Context: an optimization exercise on an open-source flow, tuned for small area. The choices shown serve that exercise and are no tape-out recipe.
Only simulation tests tie the RTL to the original design; equivalence was not proved.
Power figures rest on the tool's default switching activity, not on a simulated workload. The flow treats the clock pin as an ideal source, which a real chip does not have.

**standard.sh**
```bash
#!/bin/bash
# synth_recipe.tcl (not shown) runs the flow's synth.tcl, then flattens the netlist and writes it again
# the make line also repeats each setting of config.mk as NAME=value (left out here)
make -C /OpenROAD-flow-scripts/flow DESIGN_CONFIG=/design/flow/config.mk WORK_HOME=/design/flow/orfs CLKGATE_MAP_FILE= SYNTH_SCRIPT=/design/flow/synth_recipe.tcl "${@:-finish}"
```
**config.mk**
```make
export PLATFORM = sky130hd
export DESIGN_NAME = thread_mmu
export DESIGN_NICKNAME = thread_mmu
export VERILOG_FILES = /design/flow/design.v
export SDC_FILE = /design/flow/constraint.sdc
export NUM_CORES = 4
export LEC_CHECK = 0
export CAP_MARGIN = 0
export CORE_MARGIN = 2
export CORE_UTILIZATION = 60
export PLACE_DENSITY = 0.7
export SETUP_SLACK_MARGIN = 0.05
export SLEW_MARGIN = 0
export SYNTH_HIERARCHICAL = 1
```
**constraint.sdc**
```tcl
create_clock -name core_clock -period 7.0 [get_ports {clk}]
set_input_delay 1.4000 -clock core_clock [delete_from_list [all_inputs] [get_ports {clk}]]
set_output_delay 1.4000 -clock core_clock [all_outputs]
set_load 0.01 [all_outputs]
```
**flow/run.sh**
```bash
#!/bin/bash
# The standard layout (standard.sh, with the standard synthesis unchanged), with:
#  - combinational cells set to their smallest drive strength before floorplan
#    (flow/downsize.tcl as PRE_FLOORPLAN_TCL); the flow's repair steps upsize where needed,
#  - port buffers as buf_1 cells (buffer_ports -buffer_cell),
#  - CTS with larger sink clusters and no dummy loads.
# The make output goes to standard_flow.log; each ORFS step keeps its own log under orfs/logs.
set -euo pipefail
here="$(cd "$(dirname "${BASH_SOURCE[0]}")" && pwd)"
export PRE_FLOORPLAN_TCL="$here/downsize.tcl"
bash standard.sh \
  PRE_FLOORPLAN_TCL="$here/downsize.tcl" \
  BUFFER_PORTS_ARGS="-buffer_cell sky130_fd_sc_hd__buf_1" \
  CTS_ARGS="-sink_clustering_enable -repair_clock_nets -sink_clustering_size 30 -sink_clustering_max_diameter 100 -buf_list {sky130_fd_sc_hd__clkbuf_8 sky130_fd_sc_hd__clkbuf_16} -dont_use_dummy_load" \
  finish > standard_flow.log 2>&1
```
**design.v**
```verilog
module tm_ao22 (input logic a, b, c, d, output logic y);
   assign y = (a & b) | (c & d);
endmodule
module tm_ao222 (input logic a, b, c, d, e, f, output logic y);
   assign y = (a & b) | (c & d) | (e & f);
endmodule
module tm_aoi222 (input logic a, b, c, d, e, f, output logic y);
   assign y = ~((a & b) | (c & d) | (e & f));
endmodule
module tm_nand2 (input logic a, b, output logic y);
   assign y = ~(a & b);
endmodule
module tm_nor2 (input logic a, b, output logic y);
   assign y = ~(a | b);
endmodule
module tm_and2 (input logic a, b, output logic y);
   assign y = a & b;
endmodule
module tm_and3 (input logic a, b, c, output logic y);
   assign y = a & b & c;
endmodule
module tm_inv (input logic a, output logic y);
   assign y = ~a;
endmodule
module tm_oai21 (input logic a1, a2, b1, output logic y);
   assign y = ~((a1 | a2) & b1);
endmodule
module tm_aoi22 (input logic a, b, c, d, output logic y);
   assign y = ~((a & b) | (c & d));
endmodule
module tm_nand3 (input logic a, b, c, output logic y);
   assign y = ~(a & b & c);
endmodule
module tm_rd8 (input logic [7:0] s, input logic [7:0] x, output logic y);
   logic n0, n1, n2;
   tm_aoi222 u_0 (.a(s[0]), .b(x[0]), .c(s[1]), .d(x[1]), .e(s[2]), .f(x[2]), .y(n0));
   tm_aoi222 u_1 (.a(s[3]), .b(x[3]), .c(s[4]), .d(x[4]), .e(s[5]), .f(x[5]), .y(n1));
   tm_aoi22  u_2 (.a(s[6]), .b(x[6]), .c(s[7]), .d(x[7]), .y(n2));
   tm_nand3  u_3 (.a(n0), .b(n1), .c(n2), .y(y));
endmodule
module tm_ao21 (input logic a1, a2, b1, output logic y);
   assign y = (a1 & a2) | b1;
endmodule
module tm_cmp #(
   parameter bit INV1 = 1'b0
) (
   input  logic [31:0] a1,
   input  logic [31:0] b1,
   input  logic        c1,
   output logic        c32
);
   logic [32:0] w_c;     
   logic [32:0] w_c0;    
   logic [32:0] w_c1;    
   assign w_c[1] = c1;
   for (genvar k = 1; k < 10; k++) begin : g_b0
      tm_oai21 u_c (.a1(a1[k]), .a2(w_c[k]), .b1(b1[k]), .y(w_c[k+1]));
   end
   for (genvar k = 10; k < 32; k++) begin : g_b12
      if (k == 10 || k == 20) begin : g_start
         tm_inv u_0 (.a(INV1 ? b1[k] : a1[k]), .y(w_c0[k+1]));
         tm_inv u_1 (.a(INV1 ? a1[k] : b1[k]), .y(w_c1[k+1]));
      end else begin : g_next
         tm_oai21 u_0 (.a1(a1[k]), .a2(w_c0[k]), .b1(b1[k]), .y(w_c0[k+1]));
         tm_oai21 u_1 (.a1(a1[k]), .a2(w_c1[k]), .b1(b1[k]), .y(w_c1[k+1]));
      end
   end
   if (INV1) begin : g_sel_n
      tm_ao21 u_s1 (.a1(w_c0[20]), .a2(w_c[10]), .b1(w_c1[20]), .y(w_c[20]));
      tm_ao21 u_s2 (.a1(w_c0[32]), .a2(w_c[20]), .b1(w_c1[32]), .y(c32));
   end else begin : g_sel_p
      tm_ao21 u_s1 (.a1(w_c1[20]), .a2(w_c[10]), .b1(w_c0[20]), .y(w_c[20]));
      tm_ao21 u_s2 (.a1(w_c1[32]), .a2(w_c[20]), .b1(w_c0[32]), .y(c32));
   end
endmodule
module tm_lookup #(
   parameter int NT = 8,
   parameter int AW = 32
) (
   input  logic [NT*AW-1:0] base,     
   input  logic [NT*AW-1:0] limit,    
   input  logic [4*NT-1:0]  sel,      
   input  logic [AW-1:0]    addr,
   output logic             hit
);
   logic [AW-1:0] w_sb, w_sl, w_an;
   logic [AW-1:0] w_ab, w_bb, w_al, w_bl;    
   logic          w_cb1, w_cl1, w_hb, w_hln;
   for (genvar k = 0; k < AW; k++) begin : g_bit
      logic [NT-1:0] xb, xl;
      for (genvar t = 0; t < NT; t++) begin : g_t
         assign xb[t] = base[t*AW+k];
         assign xl[t] = limit[t*AW+k];
      end
      tm_rd8 u_rb (.s(sel[(k/8)*NT +: NT]), .x(xb), .y(w_sb[k]));
      tm_rd8 u_rl (.s(sel[(k/8)*NT +: NT]), .x(xl), .y(w_sl[k]));
      if (k == 0) begin : g_first
         tm_nor2  u_cb (.a(w_sb[k]), .b(addr[k]), .y(w_cb1));
         tm_nand2 u_cl (.a(addr[k]), .b(w_sl[k]), .y(w_cl1));
         assign w_ab[k] = 1'b0;
         assign w_bb[k] = 1'b0;
         assign w_al[k] = 1'b0;
         assign w_bl[k] = 1'b0;
      end else if (k % 2 == 0) begin : g_even
         tm_inv   u_an (.a(addr[k]), .y(w_an[k]));
         tm_nor2  u_gb (.a(w_sb[k]), .b(w_an[k]), .y(w_ab[k]));
         tm_nand2 u_pb (.a(w_sb[k]), .b(w_an[k]), .y(w_bb[k]));
         tm_nor2  u_pl (.a(w_an[k]), .b(w_sl[k]), .y(w_al[k]));
         tm_nand2 u_gl (.a(w_an[k]), .b(w_sl[k]), .y(w_bl[k]));
      end else begin : g_odd
         tm_nor2  u_pb (.a(w_sb[k]), .b(addr[k]), .y(w_ab[k]));
         tm_nand2 u_gb (.a(w_sb[k]), .b(addr[k]), .y(w_bb[k]));
         tm_nor2  u_gl (.a(addr[k]), .b(w_sl[k]), .y(w_al[k]));
         tm_nand2 u_pl (.a(addr[k]), .b(w_sl[k]), .y(w_bl[k]));
      end
   end
   tm_cmp #(.INV1(1'b0)) u_cb (.a1(w_ab), .b1(w_bb), .c1(w_cb1), .c32(w_hb));
   tm_cmp #(.INV1(1'b1)) u_cl (.a1(w_al), .b1(w_bl), .c1(w_cl1), .c32(w_hln));
   assign hit = w_hb & ~w_hln;
endmodule
module thread_mmu #(
   parameter int NUM_TRD = 8,
   parameter int TRD_W   = 3,
   parameter int AW      = 32
) (
   input  logic             clk,
   input  logic             rst_n,
   input  logic [AW-1:0]    i_addr,
   input  logic [TRD_W-1:0] i_trd,
   input  logic             i_rd,
   input  logic [AW-1:0]    d_addr,
   input  logic [TRD_W-1:0] d_trd,
   input  logic             d_rd,
   input  logic             d_wr,
   output logic             i_segfault,
   output logic             d_segfault,
   input  logic             i_fill_req,
   input  logic             d_fill_req,
   input  logic             d_fill_wr,
   output logic             i_fill_done,
   output logic             d_fill_done,
   output logic             fill_err,
   input  logic             cfg_we,
   input  logic             cfg_side,
   input  logic [TRD_W-1:0] cfg_trd,
   input  logic [AW-1:0]    cfg_base,
   input  logic [AW-1:0]    cfg_limit,
   input  logic             ready,
   input  logic             tx_done,
   output logic [1:0]       mem_op,
   output logic [63:0]      cpu_addr
);
   logic [NUM_TRD*AW-1:0] w_ib, w_il, w_db, w_dl;
   logic                  r_v0_i, r_v0_d;
   logic [AW-1:0]         w_wb, w_wl;    
   assign w_wb = cfg_base  ^ 32'hAAAA_AAAB;
   assign w_wl = cfg_limit ^ 32'hAAAA_AAAB;
   logic [1:0]         w_we_s;
   logic [NUM_TRD-1:0] w_ts;
   assign w_we_s[0] = cfg_we & ~cfg_side;
   assign w_we_s[1] = cfg_we &  cfg_side;
   for (genvar t = 0; t < NUM_TRD; t++) begin : g_ts
      assign w_ts[t] = (cfg_trd == TRD_W'(t));
   end
   for (genvar t = 0; t < NUM_TRD; t++) begin : g_trd
      logic          w_we_i, w_we_d;
      logic [1:0]    w_wi, w_hi, w_wd, w_hd;
      logic [AW-1:0] r_ib, r_il, r_db, r_dl;
      logic [AW-1:0] w_ib_d, w_il_d, w_db_d, w_dl_d;
      assign w_we_i = w_we_s[0] & w_ts[t];
      assign w_we_d = w_we_s[1] & w_ts[t];
      for (genvar c = 0; c < 2; c++) begin : g_cp
         tm_and2  u_wi (.a(w_we_s[0]), .b(w_ts[t]), .y(w_wi[c]));
         tm_nand2 u_hi (.a(w_we_s[0]), .b(w_ts[t]), .y(w_hi[c]));
         tm_and2  u_wd (.a(w_we_s[1]), .b(w_ts[t]), .y(w_wd[c]));
         tm_nand2 u_hd (.a(w_we_s[1]), .b(w_ts[t]), .y(w_hd[c]));
      end
      for (genvar k = 0; k < AW; k++) begin : g_bit
         tm_ao22 u_ib (.a(r_ib[k]), .b(w_hi[k/16]), .c(w_wb[k]), .d(w_wi[k/16]), .y(w_ib_d[k]));
         tm_ao22 u_il (.a(r_il[k]), .b(w_hi[k/16]), .c(w_wl[k]), .d(w_wi[k/16]), .y(w_il_d[k]));
         tm_ao22 u_db (.a(r_db[k]), .b(w_hd[k/16]), .c(w_wb[k]), .d(w_wd[k/16]), .y(w_db_d[k]));
         tm_ao22 u_dl (.a(r_dl[k]), .b(w_hd[k/16]), .c(w_wl[k]), .d(w_wd[k/16]), .y(w_dl_d[k]));
      end
      always_ff @(posedge clk) begin
         r_ib[AW-2:0] <= w_ib_d[AW-2:0];
         r_il[AW-2:0] <= w_il_d[AW-2:0];
         r_db[AW-2:0] <= w_db_d[AW-2:0];
         r_dl[AW-2:0] <= w_dl_d[AW-2:0];
      end
      if (t == 0) begin : g_t0
         always_ff @(posedge clk) begin
            r_ib[AW-1] <= w_ib_d[AW-1];
            r_il[AW-1] <= w_il_d[AW-1];
            r_db[AW-1] <= w_db_d[AW-1];
            r_dl[AW-1] <= w_dl_d[AW-1];
         end
         always_ff @(posedge clk or negedge rst_n) begin
            if (!rst_n) begin
               r_v0_i <= 1'b0;
               r_v0_d <= 1'b0;
            end else begin
               r_v0_i <= r_v0_i | w_we_i;
               r_v0_d <= r_v0_d | w_we_d;
            end
         end
      end else begin : g_tn
         always_ff @(posedge clk or negedge rst_n) begin
            if (!rst_n) begin
               r_ib[AW-1] <= 1'b0;
               r_il[AW-1] <= 1'b1;
               r_db[AW-1] <= 1'b0;
               r_dl[AW-1] <= 1'b1;
            end else begin
               r_ib[AW-1] <= w_ib_d[AW-1];
               r_il[AW-1] <= w_il_d[AW-1];
               r_db[AW-1] <= w_db_d[AW-1];
               r_dl[AW-1] <= w_dl_d[AW-1];
            end
         end
      end
      assign w_ib[t*AW +: AW] = r_ib;
      assign w_il[t*AW +: AW] = r_il;
      assign w_db[t*AW +: AW] = r_db;
      assign w_dl[t*AW +: AW] = r_dl;
   end
   logic [4*NUM_TRD-1:0] w_i_sel, w_d_sel;
   logic [TRD_W-1:0]     w_i_trdn, w_d_trdn;
   logic                 w_i_cmp, w_d_cmp, w_i_in, w_d_in;
   for (genvar b = 0; b < TRD_W; b++) begin : g_trdn
      tm_inv u_i (.a(i_trd[b]), .y(w_i_trdn[b]));
      tm_inv u_d (.a(d_trd[b]), .y(w_d_trdn[b]));
   end
   for (genvar q = 0; q < 4; q++) begin : g_selq
      for (genvar t = 0; t < NUM_TRD; t++) begin : g_sel
         localparam logic [TRD_W-1:0] TV = TRD_W'(t);
         logic [TRD_W-1:0] w_pi, w_pd;    
         assign w_pi = (i_trd & TV) | (w_i_trdn & ~TV);
         assign w_pd = (d_trd & TV) | (w_d_trdn & ~TV);
         tm_and3 u_i (.a(w_pi[0]), .b(w_pi[1]), .c(w_pi[2]), .y(w_i_sel[q*NUM_TRD+t]));
         tm_and3 u_d (.a(w_pd[0]), .b(w_pd[1]), .c(w_pd[2]), .y(w_d_sel[q*NUM_TRD+t]));
      end
   end
   tm_lookup #(.NT(NUM_TRD), .AW(AW)) u_i_look (
      .base(w_ib), .limit(w_il), .sel(w_i_sel), .addr(i_addr), .hit(w_i_cmp));
   tm_lookup #(.NT(NUM_TRD), .AW(AW)) u_d_look (
      .base(w_db), .limit(w_dl), .sel(w_d_sel), .addr(d_addr), .hit(w_d_cmp));
   assign w_i_in = (i_trd == '0 && !r_v0_i) ? (i_addr[AW-1:9] == 23'h80)  : w_i_cmp;
   assign w_d_in = (d_trd == '0 && !r_v0_d) ? (d_addr[AW-1:8] == 24'h102) : w_d_cmp;
   assign i_segfault = i_rd & ~w_i_in;
   assign d_segfault = (d_rd | d_wr) & ~w_d_in;
   typedef enum logic [1:0] {ST_IDLE, ST_ISSUE, ST_WAIT, ST_DONE} state_t;
   state_t        r_state, w_nxt;
   logic          r_side, r_last_d, r_err;
   logic          r_i_done, r_d_done, r_fill_err;
   logic [1:0]    r_op;
   logic [AW-1:0] r_addr, w_addr_d;
   logic          w_i_pend, w_d_pend, w_grant, w_gnt_d, w_sel_valid;
   logic          w_ld_i, w_ld_d, w_ld_n;
   assign w_i_pend    = i_fill_req & ~r_i_done;
   assign w_d_pend    = d_fill_req & ~r_d_done;
   assign w_grant     = (r_state == ST_IDLE) & (w_i_pend | w_d_pend);
   assign w_gnt_d     = w_d_pend & (~w_i_pend | ~r_last_d);
   assign w_sel_valid = w_gnt_d ? w_d_in : w_i_in;
   always_comb begin
      w_nxt = r_state;
      case (r_state)
         ST_IDLE:  if (w_i_pend || w_d_pend) begin
                      if (w_sel_valid) w_nxt = ST_ISSUE;
                      else             w_nxt = ST_DONE;
                   end
         ST_ISSUE: if (ready) w_nxt = ST_WAIT;
         ST_WAIT:  if (tx_done) w_nxt = ST_DONE;
         default:  w_nxt = ST_IDLE;
      endcase
   end
   assign w_ld_d = w_grant & w_sel_valid & w_gnt_d;
   assign w_ld_i = w_grant & w_sel_valid & ~w_gnt_d;
   assign w_ld_n = ~(w_grant & w_sel_valid);
   for (genvar k = 0; k < AW; k++) begin : g_addr
      tm_ao222 u_a (.a(r_addr[k]), .b(w_ld_n), .c(d_addr[k]), .d(w_ld_d), .e(i_addr[k]),
                    .f(w_ld_i), .y(w_addr_d[k]));
   end
   always_ff @(posedge clk or negedge rst_n) begin
      if (!rst_n) begin
         r_state    <= ST_IDLE;
         r_side     <= 1'b0;
         r_last_d   <= 1'b0;
         r_err      <= 1'b0;
         r_op       <= 2'b00;
         r_addr     <= '0;
         r_i_done   <= 1'b0;
         r_d_done   <= 1'b0;
         r_fill_err <= 1'b0;
      end else begin
         r_state    <= w_nxt;
         r_addr     <= w_addr_d;
         r_i_done   <= (r_state == ST_DONE) && !r_side;
         r_d_done   <= (r_state == ST_DONE) && r_side;
         r_fill_err <= (r_state == ST_DONE) && r_err;
         if (w_grant) begin
            r_side   <= w_gnt_d;
            r_last_d <= w_gnt_d;
            r_op     <= (w_gnt_d && d_fill_wr) ? 2'b11 : 2'b01;
            r_err    <= !w_sel_valid;
         end
      end
   end
   assign mem_op      = (r_state == ST_ISSUE) ? r_op : 2'b00;
   assign cpu_addr    = {{(64-AW){1'b0}}, r_addr};
   assign i_fill_done = r_i_done;
   assign d_fill_done = r_d_done;
   assign fill_err    = r_fill_err;
endmodule
```
**flow/downsize.tcl**
```tcl
# Run before floorplan (PRE_FLOORPLAN_TCL): give every combinational cell from synthesis the
# smallest drive strength of its own cell type (same function and pins). The flow's timing and
# design repair then upsize or buffer where the layout needs it. Flip-flops, buffers, clock,
# delay and tie cells are left as they are.
set db [ord::get_db]
set block [ord::get_db_block]
array set small {}
array set small_area {}
foreach lib [$db getLibs] {
  foreach m [$lib getMasters] {
    set n [$m getName]
    if {![regexp {^(sky130_fd_sc_hd__[a-z0-9]+)_([0-9]+)$} $n -> base sz]} { continue }
    set a [expr {[$m getWidth] * [$m getHeight]}]
    if {![info exists small_area($base)] || $a < $small_area($base)} {
      set small_area($base) $a
      set small($base) $m
    }
  }
}
set skip {^sky130_fd_sc_hd__(df|edf|sdf|dl|sdl|clk|buf|conb|tap|fill|decap|diode|probe|lpflow|bufinv|bufbuf|einv|ebuf|macro|ha|fa)}
set n_swapped 0
foreach inst [$block getInsts] {
  set m [$inst getMaster]
  set n [$m getName]
  if {[regexp $skip $n]} { continue }
  if {![regexp {^(sky130_fd_sc_hd__[a-z0-9]+)_([0-9]+)$} $n -> base sz]} { continue }
  if {![info exists small($base)]} { continue }
  set sm $small($base)
  if {$sm eq $m} { continue }
  if {[expr {[$m getWidth] * [$m getHeight]}] <= $small_area($base)} { continue }
  if {[$inst swapMaster $sm]} { incr n_swapped }
}
puts "downsize: $n_swapped instances set to their smallest drive strength"
```
==> metrics.md <==
| Metric | Value |
|---|---|
| Status | `no timing/DRC/antenna violations` |
| Post-CTS Hold Fix Bufs | `0` |
| Clock Skew | `between 0.03 and 0.04 ns` |
| Worst-Margin Slew | `1.311 ns` |
| DRT iter0 DRCs | `just under 6000` |
| Core area | `~64000 um^2` |
| HP Class | `reg2reg` |
| CTS Buf Count | `~40` |
| Insertion delay to the later sink of the worst-skew pair | `0.62 ns` |
| Worst Setup Start Kind | `input port` |
| Clock transition at path regs | `about 0.11 ns` |
| Layout area overhead | `9.919%` |
| Initial Utilization | `0.6072` |
| Share of layout cells above drive strength 1 | `0.05741` |
| CTS tree | `done` |
| IO Port Bufs | `around 190` |
| Die area | `approximately 67000 um^2` |
| Tmin final | `6.775 ns` |
| WP data arrival | `roughly 5.4 ns` |
| P_leak | `approximately 18 nW` |
| Post-route ant nets | `0` |
| Maximum VDD drop | `about 0.00023 V` |
| PwrDens | `approximately 330 nW/um^2` |
| Crit Path Category | `in2out` |
| CP required | `5.60 ns` |
| Dpl hpwl | `between 80000 and 90000 um` |
| WL per Instance | `just under 30 um` |
| Worst slew margin | `0.1261` |
| Largest net degree at the start of global routing | `72` |
| # fillers | `slightly above 5000` |
| Most frequent cells in the layout | `a22o_1, dfxtp_1, a222oi_1, o21ai_1, buf_1` |
| Chip height | `roughly 260 um` |
| Mapped cell area | `around 40000 um^2` |
| Max Clock Freq | `between 100 and 150 MHz` |
| Total wire length | `between 100000 and 150000 um` |
| Avg Cell Area, Syn | `around 11 um^2` |
| Clk buf depth | `3` |
| Gate Count Post-Synth | `around 3500` |
| Reg area | `approximately 22000 um^2` |
| H-tree depth reported by CTS | `2` |
| CTS Sinks | `approximately 1100` |
| Io pins | `220` |
| Nets | `3988` |
| Final period util | `0.9679` |
| Placer Congestion | `0.9177` |
| Total grt overflow | `0` |
| Overall Power | `around 0.014 W` |
| Final Max Tran Viols | `0` |
| Final setup viols | `0` |
| Final hold viol count | `0` |
| GRT Resource Usage Total | `0.3914` |
| 1st-pass router iterations | `11` |
| MaxCap Viol Count | `0` |
| Yosys Warn Count | `7` |
| Crit end category | `output pin` |
| Vias in the first global route | `~34000` |
| Die Width | `259.4 um` |
| Most common cell after layout, fill and taps aside | `a22o_1` |
| Clock Root Buffer | `clkbuf_16` |
| Initial antenna violation count | `5` |
| Site Rows | `93` |
| Routed vias/inst | `7.431` |
| Final hold slack | `approximately 0.49 ns` |
| Post-route DRC | `0` |
| Crit path max fanout | `10` |
| Area of the multi-input gates | `16860 um^2` |
| First-pass GRT wire length | `a little over 200000 um` |
| Routed vias | `34850` |
## layer usage
metal  wire length (um)  up-vias  global-route usage
met3              15550      422             0.08270
met1              51910    17140              0.4957
met2              62220     2318              0.6267
met5                 39        -                   0
li1                   -    14970                   -
met4               7952        6              0.2138
## state kept, by name, summed over array words and instances, names as in the netlist
register,cells
r_err,1
r_side,1
r_v0_i,1
r_d_done,1
g_trd.r_ib,256
r_i_done,1
r_fill_err,1
r_v0_d,1
r_op,2
g_trd.r_il,256
r_addr,32
r_state,2
g_trd.r_dl,256
g_trd.r_db,256
## report_power, final
| part | switching [W] | internal [W] | total (W) |
|---|---|---|---|
| clock network | 0.00182 | 0.00106 | 0.00289 |
| registers | 0.000808 | 0.00746 | 0.00827 |
| logic | 0.00138 | 0.00158 | 0.00296 |
## layout make-up
class / count / share of cell area
diodes: 3 / 0.0001745
clock buffers: 41 / 0.02385
inverters: 120 / 0.01073
multi-input cells: 2266 / 0.3919
flip-flops and latches: 1067 / 0.5051
well taps: 855 / 0.02486
repair buffers: 338 / 0.04339
## worst max-delay path: stages
cell	delay, ns
buf_1	0.21
clkinvlp_4	0.17
buf_12	0.16
and3_1	0.25
buf_4	0.23
a222oi_1	0.42
nand3_1	0.19
nor2_2	0.17
o21ai_1	0.08
o21ai_1	0.13
o21ai_1	0.08
o21ai_1	0.14
o21ai_1	0.08
o21ai_1	0.13
o21ai_1	0.08
o21ai_1	0.15
o21ai_1	0.09
o21ai_1	0.14
o21ai_1	0.09
a21o_1	0.19
nor2b_2	0.14
o41ai_1	0.09
buf_4	0.18
o21ai_0	0.13
nor2_1	0.11
buf_1	0.14
## per-stage QoR
step	utilization	cell area, um^2	setup TNS [ns]	cells	worst slack (ns)
floorplan	-	39260	0	3485	1.063
global placement	0.6496	41880	0	4637	0.4009
detailed placement	0.6496	41880	0	4637	0.3327
CTS	0.6655	42900	0	4678	0.2675
global route	0.6674	43020	-0.02559	4688	-0.02559
finish	0.6674	43030	0	4690	0.2246
## timing repair
item / CTS / global route
gates resized for setup: 0 / 9
setup endpoints to repair: 0 / 1
setup buffers: 0 / 9
## path summary, 6_finish.rpt
kind	startpoint	endpoint	slack (ns)	cells past startpoint
hold / removal	r_side$_DFFE_PN0P_	r_i_done$_DFF_PN0_	0.49	1
setup reg to reg	g_trd[3].r_db[11]$_DFF_P_	r_addr[23]$_DFF_PN0_	2.66	23
min in group asynchronous	rst_n	r_i_done$_DFF_PN0_	1.07	2
setup / recovery	d_trd[0]	d_segfault	0.22	26
hold reg to reg	r_side$_DFFE_PN0P_	r_i_done$_DFF_PN0_	0.49	1
max in group asynchronous	rst_n	g_trd[3].r_db[31]$_DFF_PN0_	5.23	2

## separate check: timing with driven ports
The results above use ideal ports. As a check the final layout listed here was re-extracted and re-timed, cells and wires unchanged. Step 1: set_driving_cell puts a clkbuf_16 on clk and a buf_2 on each other input, an assumption about the parent block. Step 2 times the ports against the registers' clock, not the clock port: input delays grow and output delays shrink by t, the midpoint of the rising clock arrivals with the driver on. Three values: no drivers, after step 1, after step 2; two values: the first two.
t (ns): 0.671
slack for setup (ns): 0.225 / 0.198 / 0.198
hold slack, ns: 0.494 / 0.494 / 0.494
latest minus earliest clock arrival (ns): 0.042 / 0.041
worst register clock-pin slew, ns: 0.12 / 0.12
After both steps setup and hold are still met in this run. The setup slack of this run moves by -0.027 ns with the drivers and by -0.027 ns with both steps.
